This design comes from an exercise in tuning for small area, a short achievable clock period and few clock cycles per item on the open sky130 flow, not from production work.
Where RTL was checked, it was by simulation tests only, not by an equivalence proof against the original.
Only the layout flow was run in runs 2 and 3; the RTL was not checked for function there.
No activity file was given, so power comes from the tool's default toggle rates.

==> flow/design.v, too long to show whole: its modules and the start of the top module <==
// module conv_engine: 3175 lines
// module cnn_fa: 7 lines
// module cnn_hai: 7 lines
// module cnn_ha: 7 lines
// module cnn_top: 264 lines
module cnn_top (
	input  wire         clk,
	input  wire         reset_b,
	input  wire         run,
	output logic        busy,
	output logic [11:0] in_rd_addr,
	input  wire  [15:0] in_rd_data,
	output logic [11:0] weights_rd_addr,
	input  wire  [15:0] weights_rd_data,
	output logic [28:0] out_wr
);
  // ...
==> flow/flow/run.sh <==
#!/bin/bash
set -euo pipefail
cd "$(dirname "$0")/.."
export SETUP_SLACK_MARGIN=6.8
export BUFFER_PORTS_ARGS="-buffer_cell sky130_fd_sc_hd__buf_2"
bash standard.sh > flow_make.log 2>&1
==> flow/standard.sh <==
#!/bin/bash
# synth_recipe.tcl (not shown) runs the flow's synth.tcl, then flattens the netlist and writes it again
# the make line also repeats each setting of config.mk as NAME=value (left out here)
make -C /OpenROAD-flow-scripts/flow DESIGN_CONFIG=/design/flow/config.mk WORK_HOME=/design/flow/orfs CLKGATE_MAP_FILE= SYNTH_SCRIPT=/design/flow/synth_recipe.tcl "${@:-finish}"
==> flow/config.mk <==
export PLATFORM = sky130hd
export DESIGN_NAME = cnn_top
export DESIGN_NICKNAME = cnn_top
export VERILOG_FILES = /design/flow/design.v
export SDC_FILE = /design/flow/constraint.sdc
export NUM_CORES = 4
export LEC_CHECK = 0
export CAP_MARGIN = 20
export CORE_MARGIN = 2
export CORE_UTILIZATION = 60
export CTS_CLUSTER_DIAMETER = 80
export CTS_CLUSTER_SIZE = 24
export SLEW_MARGIN = 70
export SYNTH_HIERARCHICAL = 1
==> flow/constraint.sdc <==
create_clock -name core_clock -period 10.0 [get_ports {clk}]
set_input_delay 2.0000 -clock core_clock [delete_from_list [all_inputs] [get_ports {clk}]]
set_output_delay 2.0000 -clock core_clock [all_outputs]
set_load 0.01 [all_outputs]
==> impl_metrics.py, run 1 <==
metrics = {
    "timing": {
        "hold_viol": 0,
    },
    "synth": {
        "ys_warn_count": 14,
        "syn_inst": 2662,
        "synthArstFlopShare_pct": 0,
        "synthMuxAreaShare_pct": 2.69,
        "synth-edff-count": 102,
        "synth_top_area_share_pct": 33.5,
        "ys_seq_area_share_pct": 39.1,
    },
    "floorplan": {
        "ioPinCount": 89,
        "n_tap_cell": 696,
    },
    "grt": {
        "overflow": 0,
        "grtUsageMet1_pct": 41.2,
        "grt_first_pass_wirelength_um": 126000,
        "grt_usage_pct": 30.8,
    },
    "critical_path": {
        "cp_cell_sequence": "buf_2",
        "critPathTopFamily": "flip-flops",
        "endpoint_kind": "output pin",
        "crit_cells": 1,
        "critPathCapture": "out_wr[9]",
        "critical_path_class": "reg2out",
    },
    "final_layout": {
        "sh_seq_area_pct": 37.4,
        "fill_cells": 4184,
        "top_regs": "kw x72, op x72",
        "buf_share_pct": 1.45,
        "num_antenna_cells": 6,
    },
    "placement": {
        "hpwlAfterDp_um": 69800,
        "gp_congestion": 1.04,
        "dp_slack_ps": 6890,
    },
    "routing": {
        "wl_met2_um": 38400,
        "wl_per_cell_um": 24.8,
        "num_vias": 19300,
        "drtPass1Iterations": 5,
        "drtIter0Drc": 1565,
        "top_layer": "met4",
        "wl_um": 83700,
        "drc": 0,
    },
    "pwr": {
        "intPower_uw": 5630,
        "pg_comb_uw": 4310,
        "switchingPower_uw": 3460,
    },
    "clock_network": {
        "cts_tree": "built",
    },
    "status": {
        "status": "complete, no violations",
    },
}
Testbench counts, summed over its fixed seeds: cycles 144,886, items 32,549.
==> module cnn_top, before the edit <==
module cnn_top (
	input  wire         clk,
	input  wire         reset_b,
	input  wire         run,
	output logic        busy,
	output logic [11:0] in_rd_addr,
	input  wire  [15:0] in_rd_data,
	output logic [11:0] weights_rd_addr,
	input  wire  [15:0] weights_rd_data,
	output logic [28:0] out_wr
);
	localparam int DRAIN_CYC = 5;
	logic        st_sz0, st_sz1, st_first, st_fetch, st_drain;
	logic [11:0] colptr;    
	logic [11:0] cn;        
	logic [5:0]  hw;        
	logic [1:0]  r;         
	logic        r3;        
	logic [5:0]  mcnt;      
	logic [5:0]  pcnt;      
	logic        mlast;     
	logic        plast;     
	logic        mfirst;    
	logic [2:0]  dcnt;
	logic [15:0] rdata_q;   
	logic        is_end;
	logic        step_end, img_end;
	logic [11:0] a_int, a_next;
	logic        trig_a, trig_b, trig_c;
	logic        last_a, last_b, last_c;
	assign is_end   = (rdata_q == 16'hFFFF);
	assign step_end = st_fetch && r3;
	assign img_end  = step_end && mlast && plast;
	always_ff @(posedge clk) begin
		if (!reset_b) begin
			busy     <= 1'b0;
			st_sz0   <= 1'b0;
			st_sz1   <= 1'b0;
			st_first <= 1'b0;
			st_fetch <= 1'b0;
			st_drain <= 1'b0;
			trig_a   <= 1'b0;
			in_rd_addr <= '0;
		end else begin
			trig_a   <= st_fetch && (r == 2'd1) && !mfirst;
			st_sz0   <= img_end;
			st_sz1   <= st_sz0 || run;
			st_first <= st_sz1;
			st_fetch <= (st_first && !is_end) || (st_fetch && !img_end);
			st_drain <= (st_first && is_end) || (st_drain && dcnt != 3'd0);
			if (run)
				busy <= 1'b1;
			else if (st_drain && dcnt == 3'd0)
				busy <= 1'b0;
			in_rd_addr <= a_next;
		end
	end
	always_comb begin
		if (st_sz0 || img_end)
			a_next = a_int + 12'd1;
		else if ((st_first && !is_end) || (st_fetch && !r3))
			a_next = a_int + {6'd0, hw};
		else if (step_end)
			a_next = cn;
		else if (st_sz1)
			a_next = a_int;
		else if (run)
			a_next = 12'd1;
		else
			a_next = '0;
	end
	always_ff @(posedge clk) begin
		a_int  <= a_next;
		last_a <= st_fetch && (r == 2'd1) && mlast && plast;
		dcnt   <= st_drain ? dcnt - 3'd1 : 3'(DRAIN_CYC);
		cn     <= colptr + 12'd1 + (mlast ? {6'd0, hw} : 12'd0);
		if (st_sz1) begin
			colptr <= a_int;
			hw     <= in_rd_data[6:1];
		end
		if (st_first) begin
			mcnt   <= hw - 6'd1;
			pcnt   <= hw - 6'd2;
			mlast  <= (hw == 6'd1);
			plast  <= (hw == 6'd2);
			mfirst <= 1'b1;
			r      <= 2'd1;
			r3     <= 1'b0;
		end
		if (st_fetch) begin
			r  <= r + 2'd1;
			r3 <= (r == 2'd2);
			if (r3) begin
				mfirst <= mlast;
				colptr <= cn;
				if (!mlast) begin
					mcnt  <= mcnt - 6'd1;
					mlast <= (mcnt == 6'd1);
				end else begin
					mcnt  <= hw - 6'd1;
					mlast <= (hw == 6'd1);
					pcnt  <= pcnt - 6'd1;
					plast <= (pcnt == 6'd1);
				end
			end
		end
	end
	logic [2:0]  wa;
	logic [4:0]  ldph;
	logic [15:0] kw [5];
	assign weights_rd_addr = {9'd0, wa};
	always_ff @(posedge clk) begin
		if (!reset_b) begin
			wa   <= '0;
			ldph <= '0;
		end else begin
			ldph  <= {ldph[3:0], run};
			wa[0] <= run | ldph[1];
			wa[1] <= ldph[0] | ldph[1];
			wa[2] <= ldph[2] & ~ldph[3];
		end
	end
	always_ff @(posedge clk) begin
		for (int w = 0; w < 5; w++)
			if (ldph[w])
				kw[w] <= weights_rd_data;
	end
	logic [15:0] d1, d2, d3, d4, d5;
	logic [7:0]  d6h, d7h;
	always_ff @(posedge clk) begin
		rdata_q <= in_rd_data;
		d1  <= rdata_q;
		d2  <= d1;
		d3  <= d2;
		d4  <= d3;
		d5  <= d4;
		d6h <= d5[15:8];
		d7h <= d6h;
	end
	logic [3:1] ex;
	logic [3:1] exl;
	logic       grp_ld;
	always_ff @(posedge clk) begin
		if (!reset_b) begin
			trig_b <= 1'b0;
			trig_c <= 1'b0;
			ex     <= '0;
		end else begin
			trig_b <= trig_a;
			trig_c <= trig_b;
			ex     <= {ex[2:1], trig_c};
		end
	end
	always_ff @(posedge clk) begin
		last_b <= last_a;
		last_c <= last_b;
		exl    <= {exl[2:1], last_c};
	end
	assign grp_ld = ex[1] | ex[2];
	logic [7:0] op [3][3];
	logic [7:0] kt [3][3];
	always_ff @(posedge clk) begin
		op[0][0] <= grp_ld ? d7h       : d5[7:0];
		op[0][1] <= grp_ld ? d3[7:0]   : d5[15:8];
		op[0][2] <= grp_ld ? d3[15:8]  : d1[7:0];
		op[1][0] <= grp_ld ? d6h       : d4[7:0];
		op[1][1] <= grp_ld ? d2[7:0]   : d4[15:8];
		op[1][2] <= grp_ld ? d2[15:8]  : rdata_q[7:0];
		op[2][0] <= grp_ld ? d5[15:8]  : d3[7:0];
		op[2][1] <= grp_ld ? d1[7:0]   : d3[15:8];
		op[2][2] <= grp_ld ? d1[15:8]  : in_rd_data[7:0];
	end
	always_comb begin
		for (int i = 0; i < 3; i++)
			for (int j = 0; j < 3; j++)
				kt[i][j] = ((3 * i + j) % 2 == 0) ? kw[(3 * i + j) / 2][15:8]
				                                  : kw[(3 * i + j) / 2][7:0];
	end
	logic [18:0] ra, rb;
	logic [1:0]  s_first, s_done, s_last;
	conv_engine u_eng (
		.clk (clk),
		.k0 (kt[0][0]), .k1 (kt[0][1]), .k2 (kt[0][2]),
		.k3 (kt[1][0]), .k4 (kt[1][1]), .k5 (kt[1][2]),
		.k6 (kt[2][0]), .k7 (kt[2][1]), .k8 (kt[2][2]),
		.p0 (op[0][0]), .p1 (op[0][1]), .p2 (op[0][2]),
		.p3 (op[1][0]), .p4 (op[1][1]), .p5 (op[1][2]),
		.p6 (op[2][0]), .p7 (op[2][1]), .p8 (op[2][2]),
		.ra (ra),
		.rb (rb)
	);
	always_ff @(posedge clk) begin
		if (!reset_b) begin
			s_first <= '0;
			s_done  <= '0;
		end else begin
			s_first <= {s_first[0], trig_c};
			s_done  <= {s_done[0], ex[3]};
		end
		s_last <= {s_last[0], exl[3]};
	end
	logic [18:0] sum;
	logic [6:0]  clipped, clip_q;
	logic        c_first, c_done, c_last;
	logic [6:0]  pool;
	logic        res_valid, res_last;
	assign sum = ~(ra + rb + 19'd1);
	always_comb begin
		if (sum[18])
			clipped = 7'd0;
		else if (|sum[17:7])
			clipped = 7'd127;
		else
			clipped = sum[6:0];
	end
	always_ff @(posedge clk) begin
		if (!reset_b) begin
			c_first   <= 1'b0;
			c_done    <= 1'b0;
			res_valid <= 1'b0;
		end else begin
			c_first   <= s_first[1];
			c_done    <= s_done[1];
			res_valid <= c_done;
		end
		c_last   <= s_last[1];
		res_last <= c_last;
		clip_q   <= clipped;
		pool     <= (c_first || clip_q > pool) ? clip_q : pool;
	end
	logic        have_hi;
	logic [11:0] oaddr, oa_int;
	logic        wr_en, wr_int;
	logic [6:0]  hi_q, lo_q;
	assign out_wr = {wr_en, oaddr, 1'b0, hi_q, 1'b0, lo_q};
	always_ff @(posedge clk) begin
		if (!reset_b) begin
			have_hi <= 1'b0;
			wr_en   <= 1'b0;
			oaddr   <= '0;
		end else begin
			wr_en <= res_valid && (have_hi || res_last);
			if (run)
				oaddr <= '0;
			else if (wr_int)
				oaddr <= oa_int + 12'd1;
			if (res_valid)
				have_hi <= !have_hi && !res_last;
		end
	end
	always_ff @(posedge clk) begin
		wr_int <= res_valid && (have_hi || res_last);
		if (run)
			oa_int <= '0;
		else if (wr_int)
			oa_int <= oa_int + 12'd1;
	end
	always_ff @(posedge clk) begin
		if (res_valid && !have_hi)
			hi_q <= pool;
		if (res_valid)
			lo_q <= have_hi ? pool : 7'd0;
	end
endmodule
==> run 2, diff against run 1 <==
--- a/flow/design.v
+++ b/flow/design.v
@@ -3456,11 +3456,12 @@
 		else if (wr_int)
 			oa_int <= oa_int + 12'd1;
 	end
+	logic [6:0] hold;
 	always_ff @(posedge clk) begin
 		if (res_valid && !have_hi)
-			hi_q <= pool;
-		if (res_valid)
-			lo_q <= have_hi ? pool : 7'd0;
+			hold <= pool;
+		hi_q <= have_hi ? hold : pool;
+		lo_q <= have_hi ? pool : 7'd0;
 	end
 endmodule
 `default_nettype wire
==> impl_metrics.py, run 2 <==
metrics = {
    "routing": {
        "drtIter0Drc": 1531,
        "drtAntennaViolNets": 0,
        "num_vias": 19500,
        "wl_um": 84700,
        "drtPass1Iterations": 5,
        "vias_per_cell": 5.77,
        "wl_per_cell_um": 25.1,
        "drc": 0,
    },
    "synth": {
        "synth_ff_type": "dfxtp_1",
        "ys_types": 67,
        "synthArstFlopShare_pct": 0,
        "yosys-top-cells-count": "543 x fa_1, 535 x nand2_1, 495 x dfxtp_1, 166 x and2_1, 108 x buf_4",
        "synth-edff-count": 95,
        "syn_area_mm2": 0.0326,
        "synthTopCellsByArea": "fa_1 33%, dfxtp_1 30%, edfxtp_1 8.8%",
        "ys_warn_count": 14,
        "ys_seq_area_share_pct": 39.1,
        "yosysTopAreaCell": "fa_1",
        "yosysMostFrequentCell": "fa_1",
        "synth_top_area_share_pct": 33.3,
        "ys_ff_latch": 590,
        "syn_inst": 2679,
        "avgSynthCellArea_um2": 12.2,
    },
    "grt": {
        "grt_first_pass_wirelength_um": 129000,
        "grt_usage_pct": 31.3,
        "grt_max_degree": 40,
        "antenna_found_initial": 1,
        "grt_pass1_vias": 20600,
        "overflow": 0,
    },
    "pwr": {
        "p_clk_share_pct": 17.6,
        "switchingPower_uw": 3600,
        "swShare_pct": 38.2,
        "total_power_uw": 9420,
        "seq_power_share_pct": 35.3,
        "cellLeakagePower_uw": 0.0133,
        "combPwrFrac_pct": 47.1,
        "power-per-cell-area_mw_per_mm2": 274,
        "ir_worst_vdd_mv": 0.319,
        "intPower_uw": 5820,
    },
    "floorplan": {
        "die_y_um": 237,
        "start_util_pct": 60.6,
        "coreArea_mm2": 0.0538,
        "rows": 85,
        "die_area_mm2": 0.0562,
        "die_w_um": 237,
        "ioPinCount": 89,
    },
    "clock_network": {
        "cts_htree_levels": 2,
        "clock-root-buffer": "clkbuf_16",
        "cts.reportedPaths.clkPinSlew_ps": 100,
        "clock-sinks": 590,
        "clockBufferDepth": 3,
        "cts_resized": 0,
        "worstSkewPairLatency_ps": 590,
        "postCtsSetupRepairBufs": 0,
        "ctsHoldBuffers": 0,
        "cts_buffers": 36,
        "cts_tree": "built",
    },
    "final_layout": {
        "num_antenna_cells": 0,
        "fin_cells": 3381,
        "layout_common_cells": "543 x fa_1, 533 x nand2_1, 458 x dfxtp_1",
        "top_regs": "kw x72, op x72",
        "layout.nets": 3304,
        "syn2layout_area_growth_pct": 5.60,
        "drive_gt1_share_pct": 10.5,
        "final_common_cell": "fa_1",
        "final_util_pct": 64.0,
    },
    "worst_hold_path": {
        "hold_path_class": "reg2reg",
    },
    "critical_path": {
        "critPathMaxFanout": 1,
        "cp_cell_sequence": "buf_2",
        "critical_path_class": "reg2out",
        "path_buf_inv": 1,
        "arrival_ps": 1080,
        "endpoint_kind": "output pin",
        "cp_slowest_stage_delay_ps": 360,
        "critPathTopFamily": "flip-flops",
        "critPathSlowestCell": "dfxtp_1",
        "cp.required_ps": 8000,
        "worst_setup_path_start_kind": "flip-flop",
    },
    "placement": {
        "hpwlAfterDp_um": 70900,
        "dp_slack_ps": 6780,
        "gp_congestion": 1.02,
        "place.port_buffers": 77,
        "dpl.cell_count": 3313,
    },
    "job": {
        "maxCapViolations": 0,
    },
    "timing": {
        "layout_min_cycle_time_ps": 3080,
        "fin_crit_sh_pct": 30.8,
        "fmax_mhz": 325,
        "timing.final.ws_setup_ps": 6920,
        "hold_viol": 0,
        "finalClockSkew_ps": 30.3,
        "setup_viol": 0,
        "setup_tns_ps": 0,
        "rsz0062_at_grt": "false",
        "final_max_slew_viol_count": 0,
    },
    "status": {
        "status": "complete, no violations",
    },
}
-- run 2: final timing paths --
check / startpoint / to / slack [ps] / cells past startpoint
worst min register to register: exl[1]$_DFF_P_ / exl[2]$_DFF_P_ / 330 / 0
worst max-delay path: in_rd_addr[7]$_SDFF_PN0_ / in_rd_addr[7] / 6920 / 1
worst max register to register: kw[3][7]$_DFFE_PP_ / u_eng.q64$_DFF_P_ / 6920 / 5
worst min-delay path: exl[1]$_DFF_P_ / exl[2]$_DFF_P_ / 330 / 0
-- run 2: layout make-up --
cell class                      instances  area (um2)
Clock inverter                         17         259
Multi-Input combinational cell       1860       18700
Clock buffer                           47         985
Inverter                               85         319
Fill cell                            4251       19400
Sequential cell                       590       12800
Timing Repair Buffer                   86         468
Tap cell                              696         871
-- run 2: cells by family (layout without fill, tap and decap cells) --
group                      after synthesis  count (layout)  synth area share [%]
and+or+nand+nor                        897             897                  12.5
adders and majority gates              610             610                  35.9
DFF                                    590             590                  39.1
buffers and inverters                  239             235                  4.01
AOI/OAI and AO/OA                      216             216                  4.41
muxes                                   78              78                  2.68
xor gates and xnor gates                47              47                  1.26
other                                    2              12                0.0230
-- run 2: metal layers --
layer | global-route usage [%] | vias up | share of wire, %
li1 | - | 8523 | -
met4 | 6.54 | 2 | 2.0
met1 | 43.3 | 10100 | 42
met2 | 49.3 | 775 | 46
met3 | 9.66 | 130 | 10
met5 | 0 | - | 0.013
-- run 2: power by group through the flow --
stage | clock, uW | sequential [uW] | combinational [uW]
global placement | 0 | 3380 | 4270
floorplan | 0 | 3240 | 3180
finish | 1650 | 3330 | 4440
detailed placement | 0 | 3390 | 4430
CTS | 1700 | 3340 | 4470
global route | 1780 | 3380 | 5060
-- run 2: modules after synthesis (local to each module, per instance) --
module	flops+latches	cells inside	area, um2
cnn_hai	0	5	27.5
cnn_fa	0	1	20.0
conv_engine	163	837	6470
cnn_ha	0	1	12.5
cnn_top	427	1243	15000
-- run 2: per-stage QoR --
step                hold WS [ps]  area, um2
finish                       331      34400
global route                 340      34400
CTS                          334      34300
detailed placement           312      33100
global placement             313      32900
floorplan                    310      32600
==> run 3, diff against run 2 <==
==> flow/flow/run.sh (replaced) <==
#!/bin/bash
set -euo pipefail
cd "$(dirname "$0")/.."
export SETUP_SLACK_MARGIN=6.95
export BUFFER_PORTS_ARGS="-buffer_cell sky130_fd_sc_hd__buf_2"
bash standard.sh > flow_make.log 2>&1
==> impl_metrics.py, run 3 <==
metrics = {
    "final_layout": {
        "syn2layout_area_growth_pct": 6.71,
        "layout.nets": 3317,
        "top_regs": "kw x72, op x72",
        "drive_gt1_share_pct": 12.6,
        "final_common_cell": "nand2_1",
        "num_antenna_cells": 0,
        "layout_common_cells": "533 x nand2_1, 528 x fa_1, 428 x dfxtp_1",
        "stdcell_area_mm2": 0.0348,
        "fill_cells": 4217,
    },
    "synth": {
        "yosys-top-cells-count": "543 x fa_1, 535 x nand2_1, 495 x dfxtp_1, 166 x and2_1, 108 x buf_4",
        "syn_inst": 2679,
        "yosysTopAreaCell": "fa_1",
        "ys_seq_area_share_pct": 39.1,
        "yosysMostFrequentCell": "fa_1",
        "ys_ff_latch": 590,
        "synth_top_area_share_pct": 33.3,
        "ys_warn_count": 14,
        "avgSynthCellArea_um2": 12.2,
        "syn_area_mm2": 0.0326,
        "synthTopCellsByArea": "fa_1 33%, dfxtp_1 30%, edfxtp_1 8.8%",
        "synth_ff_type": "dfxtp_1",
        "synth-edff-count": 95,
        "ys_types": 67,
        "synthArstFlopShare_pct": 0,
    },
    "critical_path": {
        "worst_setup_path_start_kind": "flip-flop",
        "crit_cells": 1,
        "cp_slowest_stage_delay_ps": 360,
        "cp.required_ps": 8000,
        "critPathTopFamily": "flip-flops",
        "reg2regPathDepth": 5,
        "cp_cell_sequence": "buf_6",
        "critPathSlowestCell": "dfxtp_2",
        "critical_path_class": "reg2out",
        "path_buf_inv": 1,
        "critPathMaxFanout": 1,
        "arrival_ps": 1040,
        "endpoint_kind": "output pin",
    },
    "placement": {
        "place.port_buffers": 77,
        "hpwlAfterDp_um": 70900,
        "gp_congestion": 1.02,
        "placed_area_mm2": 0.0331,
    },
    "timing": {
        "fin_crit_sh_pct": 30.4,
        "rsz0062_at_grt": "true",
        "setup_viol": 0,
        "finalClockSkew_ps": 27.9,
        "hold_viol": 0,
        "setup_tns_ps": 0,
        "fmax_mhz": 329,
        "layout_min_cycle_time_ps": 3040,
        "final_max_slew_viol_count": 0,
    },
    "routing": {
        "wl_per_cell_um": 25.1,
        "num_vias": 19600,
        "drtIter0Drc": 1460,
        "wl_um": 85200,
        "wl_met3_um": 9130,
        "wl_met1_um": 35100,
        "vias_per_cell": 5.78,
        "wl_met2_um": 39300,
        "drc": 0,
        "drtPass1Iterations": 5,
        "top_layer": "met5",
        "drtAntennaViolNets": 0,
    },
    "clock_network": {
        "cts_htree_levels": 2,
        "cts_tree": "built",
        "cts_buffers": 36,
        "clockBufferDepth": 3,
        "clock-root-buffer": "clkbuf_16",
        "clock-sinks": 590,
        "worstSkewPairLatency_ps": 590,
        "cts.reportedPaths.clkPinSlew_ps": 90,
    },
    "job": {
        "maxCapViolations": 0,
    },
    "floorplan": {
        "die_w_um": 237,
        "start_util_pct": 60.6,
        "die_area_mm2": 0.0562,
        "ioPinCount": 89,
        "coreArea_mm2": 0.0538,
        "rows": 85,
        "die_y_um": 237,
    },
    "pwr": {
        "ir_worst_vdd_mv": 0.337,
        "total_power_uw": 9470,
        "power-per-cell-area_mw_per_mm2": 272,
        "cellLeakagePower_uw": 0.0134,
    },
    "grt": {
        "grt_pass1_vias": 20700,
        "grt_max_degree": 40,
        "antenna_found_initial": 1,
        "grt_usage_pct": 31.3,
        "grt_first_pass_wirelength_um": 129000,
        "overflow": 0,
    },
    "worst_hold_path": {
        "hold_path_class": "reg2reg",
        "min_path_cells": 0,
    },
    "status": {
        "status": "complete, no violations",
    },
}
-- run 3: changes by cell type in the layout (fill, tap and decap cells not counted), sizes merged --
cell,previous run,this run
buf,83,96
-- run 3: cell type report --
type | count | area [um2] | share of cell area, %
multi-input combinational | 1860 | 18700 | 53.9
sequential | 590 | 12900 | 37.0
clock buffer | 47 | 985 | 2.83
tap | 696 | 871 | 2.50
timing repair buffer | 99 | 756 | 2.17
inverter | 85 | 319 | 0.917
clock inverter | 17 | 259 | 0.745
-- run 3: report_power, final --
part | leakage [uW] | total [uW] | internal, uW | switching [uW]
combinational | 0.00772 | 4470 | 2040 | 2430
clock | 0.000608 | 1660 | 805 | 854
sequential | 0.00503 | 3330 | 3000 | 328
total | 0.0134 | 9470 | 5850 | 3620
-- run 3: what timing repair did --
| item | 4_1_cts | 5_1_grt |
|---|---|---|
| pin swaps | 0 | 1 |
| endpoints found under the setup margin | 27 | 58 |
| endpoints found under the hold margin | 0 | 0 |
| buffers inserted | 1 | 12 |
| gates resized for setup | 46 | 27 |
| hold buffers | 0 | 0 |
-- run 3: stage by stage --
| step | setup WS, ps | utilization, % | hold WS, ps | instances |
|---|---|---|---|---|
| 2_1_floorplan | 7080 | - | 310 | 2689 |
| 3_3_place_gp | 6800 | 61.2 | 313 | 3310 |
| 3_5_place_dp | 6780 | 61.5 | 312 | 3313 |
| 4_1_cts | 6940 | 64.2 | 334 | 3378 |
| 5_1_grt | 6910 | 64.6 | 340 | 3394 |
| 6_report | 6960 | 64.6 | 333 | 3394 |
-- run 3: per-layer routing --
layer | GRT usage, % | vias up
li1 | - | 8551
met3 | 9.68 | 124
met4 | 6.54 | 2
met1 | 43.3 | 10100
met2 | 49.4 | 811
met5 | 0 | -
-- run 3: cell families after synthesis --
group,synth area share (%)
buffers and inverters,4.01
XOR/XNOR,1.26
multiplexers,2.68
flip-flops,39.1
adder cells (fa/ha/maj),35.9
AND/OR/NAND/NOR,12.5
other,0.0230
AO/OA/AOI/OAI,4.41
-- run 3: worst paths after layout --
check,start,to,slack (ps)
worst min-delay path,u_eng.q0$_DFF_P_,u_eng.ra_q0$_DFF_P_,330
worst max register to register,kw[2][11]$_DFFE_PP_,u_eng.q92$_DFF_P_,6970
worst min register to register,u_eng.q0$_DFF_P_,u_eng.ra_q0$_DFF_P_,330
worst max-delay path,in_rd_addr[7]$_SDFF_PN0_,in_rd_addr[7],6960
-- run 3: Yosys stat by module (local to each module, per instance) --
module / copies in the design / cells inside / flip-flops and latches
cnn_top: 1 / 1243 / 427
conv_engine: 1 / 837 / 163
cnn_hai: 11 / 5 / 0
cnn_fa: 540 / 1 / 0
cnn_ha: 4 / 1 / 0

==> port drivers added, routing unchanged <==
The results above use ideal ports. As a check the final layouts listed here were re-extracted and re-timed, cells and wires unchanged. Step 1, drivers: a clkbuf_16 drives clk and a buf_2 each remaining input, both assumed. Step 2 adds t to the input delays and takes it off the output delays; t is the mean of the earliest and latest rising clock arrival at the registers after step 1. Input paths then give back, and output paths get back, about the clock's delay inside the block. a / b / c = ideal / step 1 / step 2; a / b = the first two.
run | shift t [ns] | setup WS [ns] | latest minus earliest clock arrival (ns) | worst register clock-pin slew, ns
run 1 | 0.627 | 6.910 / 6.847 / 6.865 | 0.028 / 0.028 | 0.10 / 0.10
run 2 | 0.636 | 6.922 / 6.859 / 6.885 | 0.034 / 0.034 | 0.10 / 0.10
run 3 | 0.635 | 6.961 / 6.898 / 6.888 | 0.030 / 0.030 | 0.10 / 0.10
After both steps every run listed still meets setup and hold. The setup slack of run 3, which loses most, moves by -0.063 ns with the drivers and by -0.073 ns with both steps.
